This is an optimization exercise on Yosys and OpenROAD, whose aim is small area, not a production implementation.
Where RTL was checked, it was by simulation tests only, not by an equivalence proof against the original.
Power and IR drop assume default switching activity.

==> cedar: inputs <==
==> flow/design.v <==
package link_pkg;
    typedef logic [32-1:0] data_word_t;
    typedef struct packed {
        data_word_t           data;
        logic [5-1:0] inv;
    } link_word_t;
endpackage
package stats_pkg;
    typedef logic [11-1:0] bin_count_t;
    typedef struct packed {
        logic [5-1:0] max_bin;
        logic [22-1:0]     weighted_sum;
    } stats_report_t;
    typedef enum logic [1:0] {
        SCAN_IDLE,
        SCAN_RUN,
        SCAN_DONE
    } scan_state_e;
endpackage
module bi_link_top (
    input  logic        clk,
    input  logic        rst_n,
    input  logic        in_valid_i,
    input  logic [31:0] data_i,
    input  logic        report_req_i,
    output logic [36:0] link_o,
    output logic        link_valid_o,
    output logic [31:0] data_o,
    output logic        out_valid_o,
    output logic [26:0] report_o,
    output logic        report_valid_o
);
    localparam int NB = 18;    
    logic [31:0] raw_q;
    logic [4:0]  inv_q;
    logic [31:0] diff;
    logic [2:0]  dc [5];
    logic [4:0]  maj;
    logic [2:0]  tg [5];
    logic [4:0]  bin_d, bin_q;
    assign diff = data_i ^ raw_q;
    always_comb begin
        for (int s = 0; s < 5; s++) dc[s] = '0;
        for (int b = 0; b < 7; b++) dc[0] = dc[0] + 3'(diff[b]);
        for (int b = 7; b < 14; b++) dc[1] = dc[1] + 3'(diff[b]);
        for (int b = 14; b < 20; b++) dc[2] = dc[2] + 3'(diff[b]);
        for (int b = 20; b < 26; b++) dc[3] = dc[3] + 3'(diff[b]);
        for (int b = 26; b < 32; b++) dc[4] = dc[4] + 3'(diff[b]);
        for (int s = 0; s < 5; s++) begin
            maj[s] = dc[s][2];
            tg[s] = {1'b0, dc[s][1:0] ^ {2{maj[s]}}};
        end
        bin_d = 5'(tg[0]) + 5'(tg[1]) + 5'(tg[2]) + 5'(tg[3]) + 5'(tg[4])
              + 5'(maj[0]) + 5'(maj[1]);
    end
    always_ff @(posedge clk or negedge rst_n) begin
        if (!rst_n) begin
            raw_q        <= '0;
            inv_q        <= '0;
            link_valid_o <= 1'b0;
            data_o       <= '0;
            out_valid_o  <= 1'b0;
        end else begin
            if (in_valid_i) begin
                raw_q <= data_i;
                inv_q <= inv_q ^ maj;
            end
            link_valid_o <= in_valid_i;
            data_o       <= raw_q;
            out_valid_o  <= link_valid_o;
        end
    end
    always_ff @(posedge clk) begin
        bin_q <= bin_d;
    end
    assign link_o = {raw_q ^ {{6{inv_q[4]}}, {6{inv_q[3]}}, {6{inv_q[2]}},
                              {7{inv_q[1]}}, {7{inv_q[0]}}},
                     inv_q};
    logic [10:0] bins_q [NB];
    logic [NB-1:0] sat;
    logic        inc;
    always_comb begin
        for (int b = 0; b < NB; b++) sat[b] = &bins_q[b];
    end
    logic [NB-1:0] hit;
    always_comb begin
        for (int b = 0; b < NB; b++) hit[b] = (bin_q == 5'(b));
    end
    assign inc = link_valid_o && |(hit & ~sat);
    logic [11:0] carry [NB];
    always_comb begin
        for (int b = 0; b < NB; b++) begin
            carry[b][0] = link_valid_o & hit[b] & ~sat[b];
            for (int i = 0; i < 11; i++) carry[b][i+1] = carry[b][i] & bins_q[b][i];
        end
    end
    always_ff @(posedge clk or negedge rst_n) begin
        if (!rst_n) begin
            for (int b = 0; b < NB; b++) bins_q[b] <= '0;
        end else begin
            for (int b = 0; b < NB; b++) bins_q[b] <= bins_q[b] ^ carry[b][10:0];
        end
    end
    logic [4:0]  sc_q;
    logic [10:0] cnt;
    logic [10:0] run_max_q;
    logic [4:0]  max_idx_q;
    logic [18:0] wsum_q;
    logic [7:0]  skip_q;
    logic [4:0]  inc_b;
    logic        active, skip, done, first;
    logic [7:0]  skip_sum;
    logic [7:0]  w_add;
    logic [NB-1:0] rd;
    logic [10:0]   grp [NB/3];
    always_comb begin
        for (int b = 0; b < NB; b++) rd[b] = (sc_q == 5'(b + 1));
        for (int k = 0; k < NB/3; k++) begin
            grp[k] = (bins_q[3*k]   & {11{rd[3*k]}})   |
                     (bins_q[3*k+1] & {11{rd[3*k+1]}}) |
                     (bins_q[3*k+2] & {11{rd[3*k+2]}});
        end
        cnt = (grp[0] | grp[1] | grp[2]) | (grp[3] | grp[4] | grp[5]);
    end
    assign inc_b    = inc ? bin_q : 5'd0;
    assign active   = (sc_q != 5'd0) && (sc_q != 5'd23);
    assign done     = (sc_q == 5'd22);
    assign first    = (sc_q == 5'd1);
    assign skip     = active && (bin_q < sc_q);
    assign skip_sum = skip_q + 8'(skip ? inc_b : 5'd0);
    assign w_add    = done ? skip_sum : 8'(skip ? 5'd0 : inc_b);
    assign report_valid_o = (sc_q == 5'd23);
    always_ff @(posedge clk or negedge rst_n) begin
        if (!rst_n) begin
            sc_q           <= '0;
            wsum_q         <= '0;
            report_o       <= '0;
        end else begin
            wsum_q         <= wsum_q + 19'(w_add);
            if (done) begin
                report_o <= {max_idx_q, 3'b000, wsum_q};
                sc_q     <= 5'd23;
            end else if (active) begin
                sc_q <= sc_q + 1'b1;
            end else begin
                sc_q <= report_req_i ? 5'd1 : 5'd0;
            end
        end
    end
    always_ff @(posedge clk) begin
        skip_q <= first ? 8'd0 : skip_sum;
        if (first) begin
            run_max_q <= cnt;
            max_idx_q <= '0;
        end else if (cnt > run_max_q) begin
            run_max_q <= cnt;
            max_idx_q <= sc_q - 1'b1;
        end
    end
endmodule
==> flow/flow/run.sh <==
#!/bin/bash
# The standard layout, with two changes:
#  - synthesis is synth_recipe.tcl with an area-oriented ABC mapping script
#    (flow/area.abc); flip-flop mapping and naming are untouched
#  - port buffers use the smallest buffer cell
#  - clock tree synthesis without dummy loads
set -euo pipefail
cd "$(dirname "$0")/.."
W=$PWD
export AREA_ABC_SCRIPT=$W/flow/area.abc
export BUFFER_PORTS_ARGS="-buffer_cell sky130_fd_sc_hd__buf_1"
export CTS_ARGS="-sink_clustering_enable -repair_clock_nets -dont_use_dummy_load -sink_clustering_size 14 -sink_clustering_max_diameter 60 -buf_list sky130_fd_sc_hd__clkbuf_8"
{ head -1 synth_recipe.tcl; cat flow/abc_hook.tcl; tail -n +2 synth_recipe.tcl; } > synth_area.tcl
sed "s#SYNTH_SCRIPT=[^ ]*#SYNTH_SCRIPT=$W/synth_area.tcl#" standard.sh > standard_area.sh
bash standard_area.sh > standard_flow.log 2>&1
==> flow/flow/abc_hook.tcl <==
# use an area-oriented ABC script for the technology mapping step
proc abc {args} {
  set i [lsearch $args -script]
  if {$i >= 0} { lset args [expr {$i + 1}] $::env(AREA_ABC_SCRIPT) }
  yosys abc {*}$args
}
==> flow/flow/area.abc <==
&get -n
&st
&syn2
&dch -f
&nf -a
&st
&syn2
&dch -f
&nf -a
&st
&syn2
&dch -f
&nf -a
&st
&syn2
&dch -f
&nf -a
&put
topo
stime -c
==> flow/standard.sh <==
#!/bin/bash
# synth_recipe.tcl (not shown) runs the flow's synth.tcl, then flattens the netlist and writes it again
# the make line also repeats each setting of config.mk as NAME=value (left out here)
make -C /OpenROAD-flow-scripts/flow DESIGN_CONFIG=/design/flow/config.mk WORK_HOME=/design/flow/orfs CLKGATE_MAP_FILE= SYNTH_SCRIPT=/design/flow/synth_recipe.tcl "${@:-finish}"
==> flow/config.mk <==
export PLATFORM = sky130hd
export DESIGN_NAME = bi_link_top
export DESIGN_NICKNAME = bi_link_top
export VERILOG_FILES = /design/flow/design.v
export SDC_FILE = /design/flow/constraint.sdc
export NUM_CORES = 4
export LEC_CHECK = 0
export CAP_MARGIN = 20
export CORE_MARGIN = 2
export CORE_UTILIZATION = 65
export CTS_BUF_LIST = sky130_fd_sc_hd__clkbuf_8
export CTS_CLUSTER_DIAMETER = 60
export CTS_CLUSTER_SIZE = 14
export SLEW_MARGIN = 20
==> flow/constraint.sdc <==
create_clock -name core_clock -period 10.0 [get_ports {clk}]
set_input_delay 2.0000 -clock core_clock [delete_from_list [all_inputs] [get_ports {clk}]]
set_output_delay 2.0000 -clock core_clock [all_outputs]
set_load 0.01 [all_outputs]
==> pepper (differences from cedar) <==
--- a/flow/design.v
+++ b/flow/design.v
@@ -48,10 +48,9 @@
         for (int b = 26; b < 32; b++) dc[4] = dc[4] + 3'(diff[b]);
         for (int s = 0; s < 5; s++) begin
             maj[s] = dc[s][2];
-            tg[s] = {1'b0, dc[s][1:0] ^ {2{maj[s]}}};
+            tg[s] = maj[s] ? 3'((s < 2 ? 8 : 7) - dc[s]) : dc[s];
         end
-        bin_d = 5'(tg[0]) + 5'(tg[1]) + 5'(tg[2]) + 5'(tg[3]) + 5'(tg[4])
-              + 5'(maj[0]) + 5'(maj[1]);
+        bin_d = 5'(tg[0]) + 5'(tg[1]) + 5'(tg[2]) + 5'(tg[3]) + 5'(tg[4]);
     end
     always_ff @(posedge clk or negedge rst_n) begin
         if (!rst_n) begin
@@ -123,27 +122,26 @@
         cnt = (grp[0] | grp[1] | grp[2]) | (grp[3] | grp[4] | grp[5]);
     end
     assign inc_b    = inc ? bin_q : 5'd0;
-    assign active   = (sc_q != 5'd0) && (sc_q != 5'd23);
+    assign active   = (sc_q != 5'd0);
     assign done     = (sc_q == 5'd22);
     assign first    = (sc_q == 5'd1);
     assign skip     = active && (bin_q < sc_q);
     assign skip_sum = skip_q + 8'(skip ? inc_b : 5'd0);
     assign w_add    = done ? skip_sum : 8'(skip ? 5'd0 : inc_b);
-    assign report_valid_o = (sc_q == 5'd23);
     always_ff @(posedge clk or negedge rst_n) begin
         if (!rst_n) begin
             sc_q           <= '0;
             wsum_q         <= '0;
             report_o       <= '0;
+            report_valid_o <= 1'b0;
         end else begin
             wsum_q         <= wsum_q + 19'(w_add);
+            report_valid_o <= done;
             if (done) begin
                 report_o <= {max_idx_q, 3'b000, wsum_q};
-                sc_q     <= 5'd23;
-            end else if (active) begin
+                sc_q     <= '0;
+            end else if (active || report_req_i) begin
                 sc_q <= sc_q + 1'b1;
-            end else begin
-                sc_q <= report_req_i ? 5'd1 : 5'd0;
             end
         end
     end
==> flow/flow/run.sh (replaced) <==
#!/bin/bash
cd "$(dirname "$0")/.."
export BUFFER_PORTS_ARGS="-buffer_cell sky130_fd_sc_hd__buf_1"
bash standard.sh > standard_flow.log 2>&1
--- a/flow/config.mk
+++ b/flow/config.mk
@@ -7,8 +7,5 @@
 export LEC_CHECK = 0
 export CAP_MARGIN = 20
 export CORE_MARGIN = 2
-export CORE_UTILIZATION = 65
-export CTS_BUF_LIST = sky130_fd_sc_hd__clkbuf_8
-export CTS_CLUSTER_DIAMETER = 60
-export CTS_CLUSTER_SIZE = 14
+export CORE_UTILIZATION = 40
 export SLEW_MARGIN = 20
removed: flow/flow/abc_hook.tcl
removed: flow/flow/area.abc
==> delta (differences from cedar) <==
--- a/flow/design.v
+++ b/flow/design.v
@@ -123,27 +123,26 @@
         cnt = (grp[0] | grp[1] | grp[2]) | (grp[3] | grp[4] | grp[5]);
     end
     assign inc_b    = inc ? bin_q : 5'd0;
-    assign active   = (sc_q != 5'd0) && (sc_q != 5'd23);
+    assign active   = (sc_q != 5'd0);
     assign done     = (sc_q == 5'd22);
     assign first    = (sc_q == 5'd1);
     assign skip     = active && (bin_q < sc_q);
     assign skip_sum = skip_q + 8'(skip ? inc_b : 5'd0);
     assign w_add    = done ? skip_sum : 8'(skip ? 5'd0 : inc_b);
-    assign report_valid_o = (sc_q == 5'd23);
     always_ff @(posedge clk or negedge rst_n) begin
         if (!rst_n) begin
             sc_q           <= '0;
             wsum_q         <= '0;
             report_o       <= '0;
+            report_valid_o <= 1'b0;
         end else begin
             wsum_q         <= wsum_q + 19'(w_add);
+            report_valid_o <= done;
             if (done) begin
                 report_o <= {max_idx_q, 3'b000, wsum_q};
-                sc_q     <= 5'd23;
-            end else if (active) begin
+                sc_q     <= '0;
+            end else if (active || report_req_i) begin
                 sc_q <= sc_q + 1'b1;
-            end else begin
-                sc_q <= report_req_i ? 5'd1 : 5'd0;
             end
         end
     end
==> flow/flow/run.sh (replaced) <==
#!/bin/bash
cd "$(dirname "$0")/.."
export BUFFER_PORTS_ARGS="-buffer_cell sky130_fd_sc_hd__buf_1"
bash standard.sh > standard_flow.log 2>&1
--- a/flow/config.mk
+++ b/flow/config.mk
@@ -10,5 +10,5 @@
 export CORE_UTILIZATION = 65
 export CTS_BUF_LIST = sky130_fd_sc_hd__clkbuf_8
 export CTS_CLUSTER_DIAMETER = 60
-export CTS_CLUSTER_SIZE = 14
+export CTS_CLUSTER_SIZE = 15
 export SLEW_MARGIN = 20
removed: flow/flow/abc_hook.tcl
removed: flow/flow/area.abc
==> notes.md <==
cedar went through all stages and came out clean. delta finished clean. pepper produced a clean layout. Against delta, the total power of cedar is smaller by about 1.8%. Register-to-register slack: pepper < cedar < delta. In delta the cell area is larger than in cedar, by about 2.4%. The highest global-route usage belongs to delta, the lowest to pepper. In cedar the wire length is smaller than in delta, by about 4.3%. First-iteration DRC count: pepper < delta < cedar. Critical path depth: cedar is higher than delta (2).
Function not checked in pepper: the RTL went through the layout flow alone.


==> run F: inputs <==
// bi_link_top: RTL as listed in full above, without the edits since
clock: 10.0 ns
lec_check: 0
cap_margin: 20
core_margin: 2
core_utilization: 65
cts_buf_list: sky130_fd_sc_hd__clkbuf_16
cts_cluster_diameter: 80
cts_cluster_size: 25
slew_margin: 20
standard.sh (not shown) runs the stock make flow with config.mk's settings and CLKGATE_MAP_FILE= SYNTH_SCRIPT=/design/flow/synth_recipe.tcl, a recipe that flattens the netlist after the stock synthesis.
==> flow/flow/run.sh <==
#!/bin/bash
# The standard layout, with two changes:
#  - synthesis is synth_recipe.tcl with an area-oriented ABC mapping script
#    (flow/area.abc); flip-flop mapping and naming are untouched
#  - port buffers use the smallest buffer cell
#  - clock tree synthesis without dummy loads
set -euo pipefail
cd "$(dirname "$0")/.."
W=$PWD
export AREA_ABC_SCRIPT=$W/flow/area.abc
export BUFFER_PORTS_ARGS="-buffer_cell sky130_fd_sc_hd__buf_1"
export CTS_ARGS="-sink_clustering_enable -repair_clock_nets -dont_use_dummy_load -sink_clustering_size 25 -sink_clustering_max_diameter 80 -buf_list sky130_fd_sc_hd__clkbuf_16"
{ head -1 synth_recipe.tcl; cat flow/abc_hook.tcl; tail -n +2 synth_recipe.tcl; } > synth_area.tcl
sed "s#SYNTH_SCRIPT=[^ ]*#SYNTH_SCRIPT=$W/synth_area.tcl#" standard.sh > standard_area.sh
bash standard_area.sh > standard_flow.log 2>&1
==> flow/flow/abc_hook.tcl <==
# use an area-oriented ABC script for the technology mapping step
proc abc {args} {
  set i [lsearch $args -script]
  if {$i >= 0} { lset args [expr {$i + 1}] $::env(AREA_ABC_SCRIPT) }
  yosys abc {*}$args
}
==> flow/flow/area.abc <==
&get -n
&st
&syn2
&dch -f
&nf -a
&st
&syn2
&dch -f
&nf -a
&st
&syn2
&dch -f
&nf -a
&st
&syn2
&dch -f
&nf -a
&put
topo
stime -c
==> inputs of run A, as changes to run F <==
--- a/flow/design.v
+++ b/flow/design.v
@@ -49,8 +49,7 @@
         for (int s = 0; s < 5; s++) begin
             maj[s] = dc[s][2];
-            tg[s] = {1'b0, dc[s][1:0] ^ {2{maj[s]}}};
+            tg[s] = maj[s] ? 3'((s < 2 ? 8 : 7) - dc[s]) : dc[s];
         end
-        bin_d = 5'(tg[0]) + 5'(tg[1]) + 5'(tg[2]) + 5'(tg[3]) + 5'(tg[4])
-              + 5'(maj[0]) + 5'(maj[1]);
+        bin_d = 5'(tg[0]) + 5'(tg[1]) + 5'(tg[2]) + 5'(tg[3]) + 5'(tg[4]);
     end
     always_ff @(posedge clk or negedge rst_n) begin
@@ -124,5 +123,5 @@
     end
     assign inc_b    = inc ? bin_q : 5'd0;
-    assign active   = (sc_q != 5'd0) && (sc_q != 5'd23);
+    assign active   = (sc_q != 5'd0);
     assign done     = (sc_q == 5'd22);
     assign first    = (sc_q == 5'd1);
@@ -130,5 +129,4 @@
     assign skip_sum = skip_q + 8'(skip ? inc_b : 5'd0);
     assign w_add    = done ? skip_sum : 8'(skip ? 5'd0 : inc_b);
-    assign report_valid_o = (sc_q == 5'd23);
     always_ff @(posedge clk or negedge rst_n) begin
         if (!rst_n) begin
@@ -136,13 +134,13 @@
             wsum_q         <= '0;
             report_o       <= '0;
+            report_valid_o <= 1'b0;
         end else begin
             wsum_q         <= wsum_q + 19'(w_add);
+            report_valid_o <= done;
             if (done) begin
                 report_o <= {max_idx_q, 3'b000, wsum_q};
-                sc_q     <= 5'd23;
-            end else if (active) begin
+                sc_q     <= '0;
+            end else if (active || report_req_i) begin
                 sc_q <= sc_q + 1'b1;
-            end else begin
-                sc_q <= report_req_i ? 5'd1 : 5'd0;
             end
         end
==> flow/run.sh (new file) <==
#!/bin/bash
# synth_recipe.tcl (not shown) runs the flow's synth.tcl, then flattens the netlist and writes it again
# the make line also repeats each setting of config.mk as NAME=value (left out here)
make -C /OpenROAD-flow-scripts/flow DESIGN_CONFIG=/design/flow/config.mk WORK_HOME=/design/flow/orfs CLKGATE_MAP_FILE= SYNTH_SCRIPT=/design/flow/synth_recipe.tcl finish
CORE_UTILIZATION = 40   (was 65)
CTS_BUF_LIST = sky130_fd_sc_hd__clkbuf_2 sky130_fd_sc_hd__clkbuf_4 sky130_fd_sc_hd__clkbuf_8   (was sky130_fd_sc_hd__clkbuf_16)
CTS_CLUSTER_DIAMETER = unset   (was 80)
CTS_CLUSTER_SIZE = unset   (was 25)
removed: flow/flow/run.sh
removed: flow/flow/abc_hook.tcl
removed: flow/flow/area.abc
removed: flow/standard.sh
==> metrics.md <==
| Metric | Value |
|---|---|
| Status | complete, no violations |
| Post-synth top area share | between 40% and 50% |
| Wire length on met2 | between 15000 and 20000 µm |
| # rows | 75 |
| R2r setup slk | ~4.3 ns |
| Tcrit/Tclk final | 69.82% |
| Post-synthesis mux area share | around 2.3% |
| Root Buffer | clkbuf_8 |
| 1st-pass router iterations | 5 |
| Pwr per Cell Area | between 200 and 300 mW/mm² |
| Reg2reg start | bin_q[0] |
| First-pass GRT wire length | 67010 µm |
| CP Cell Sequence | clkdlybuf4s50_1, xor2_1, fa_1, fa_1, inv_1, fa_1, fa_1, ha_1, mux2i_1, fa_1, fa_1, inv_1, fa_1, ha_1, inv_1, fa_1, xnor2_1 |
| Sequential cell area share | between 40% and 50% |
| FFs w/ async S/R, synth | 91.64% |
the above is filed under run A

==> metrics.md <==
| Metric | Value |
|---|---|
| Root Buffer | clkbuf_16 |
| Status | complete, no violations |
| Reg2reg start | sc_q[0] |
| FFs w/ async S/R, synth | around nine tenths |
| R2r setup slk | 4.36 ns |
| Sequential cell area share | around half |
| # rows | 57 |
| 1st-pass router iterations | 7 |
| First-pass GRT wire length | 58970 µm |
| Post-synthesis mux area share | under 10% |
| Wire length on met2 | roughly 16000 µm |
| Post-synth top area share | between 40% and 50% |
| Tcrit/Tclk final | roughly 63% |
the above is filed under run F

Function not checked in run A: the RTL went through the layout flow alone.

## separate check: timing with driven ports
In the flow no input, the clock included, has a driving cell. The finished layouts below were timed again as built, in two steps. Step 1, drivers: a clkbuf_16 drives clk and a buf_2 each remaining input, both assumed. Step 2 also shifts input and output timing later by t, the mid clock arrival at the registers, as if the neighbouring blocks saw the same clock. Three values: ideal ports, drivers, drivers and shift; two values: the first two.
run | t, ns | slack for setup (ns) | worst setup path at the end
cedar | 0.627 | 3.827 / 3.850 / 3.222 | input to register
pepper | 0.607 | 3.340 / 3.372 / 2.765 | input to register
delta | 0.653 | 3.956 / 3.978 / 3.325 | input to register
run F | 0.554 | 3.723 / 3.747 / 3.193 | input to register
run A | 0.697 | 3.018 / 3.045 / 2.348 | input to register
After both steps setup and hold are still met in every run listed. For run A, which loses most, drivers alone change the setup slack by +0.027 ns; drivers and shift together by -0.670 ns.
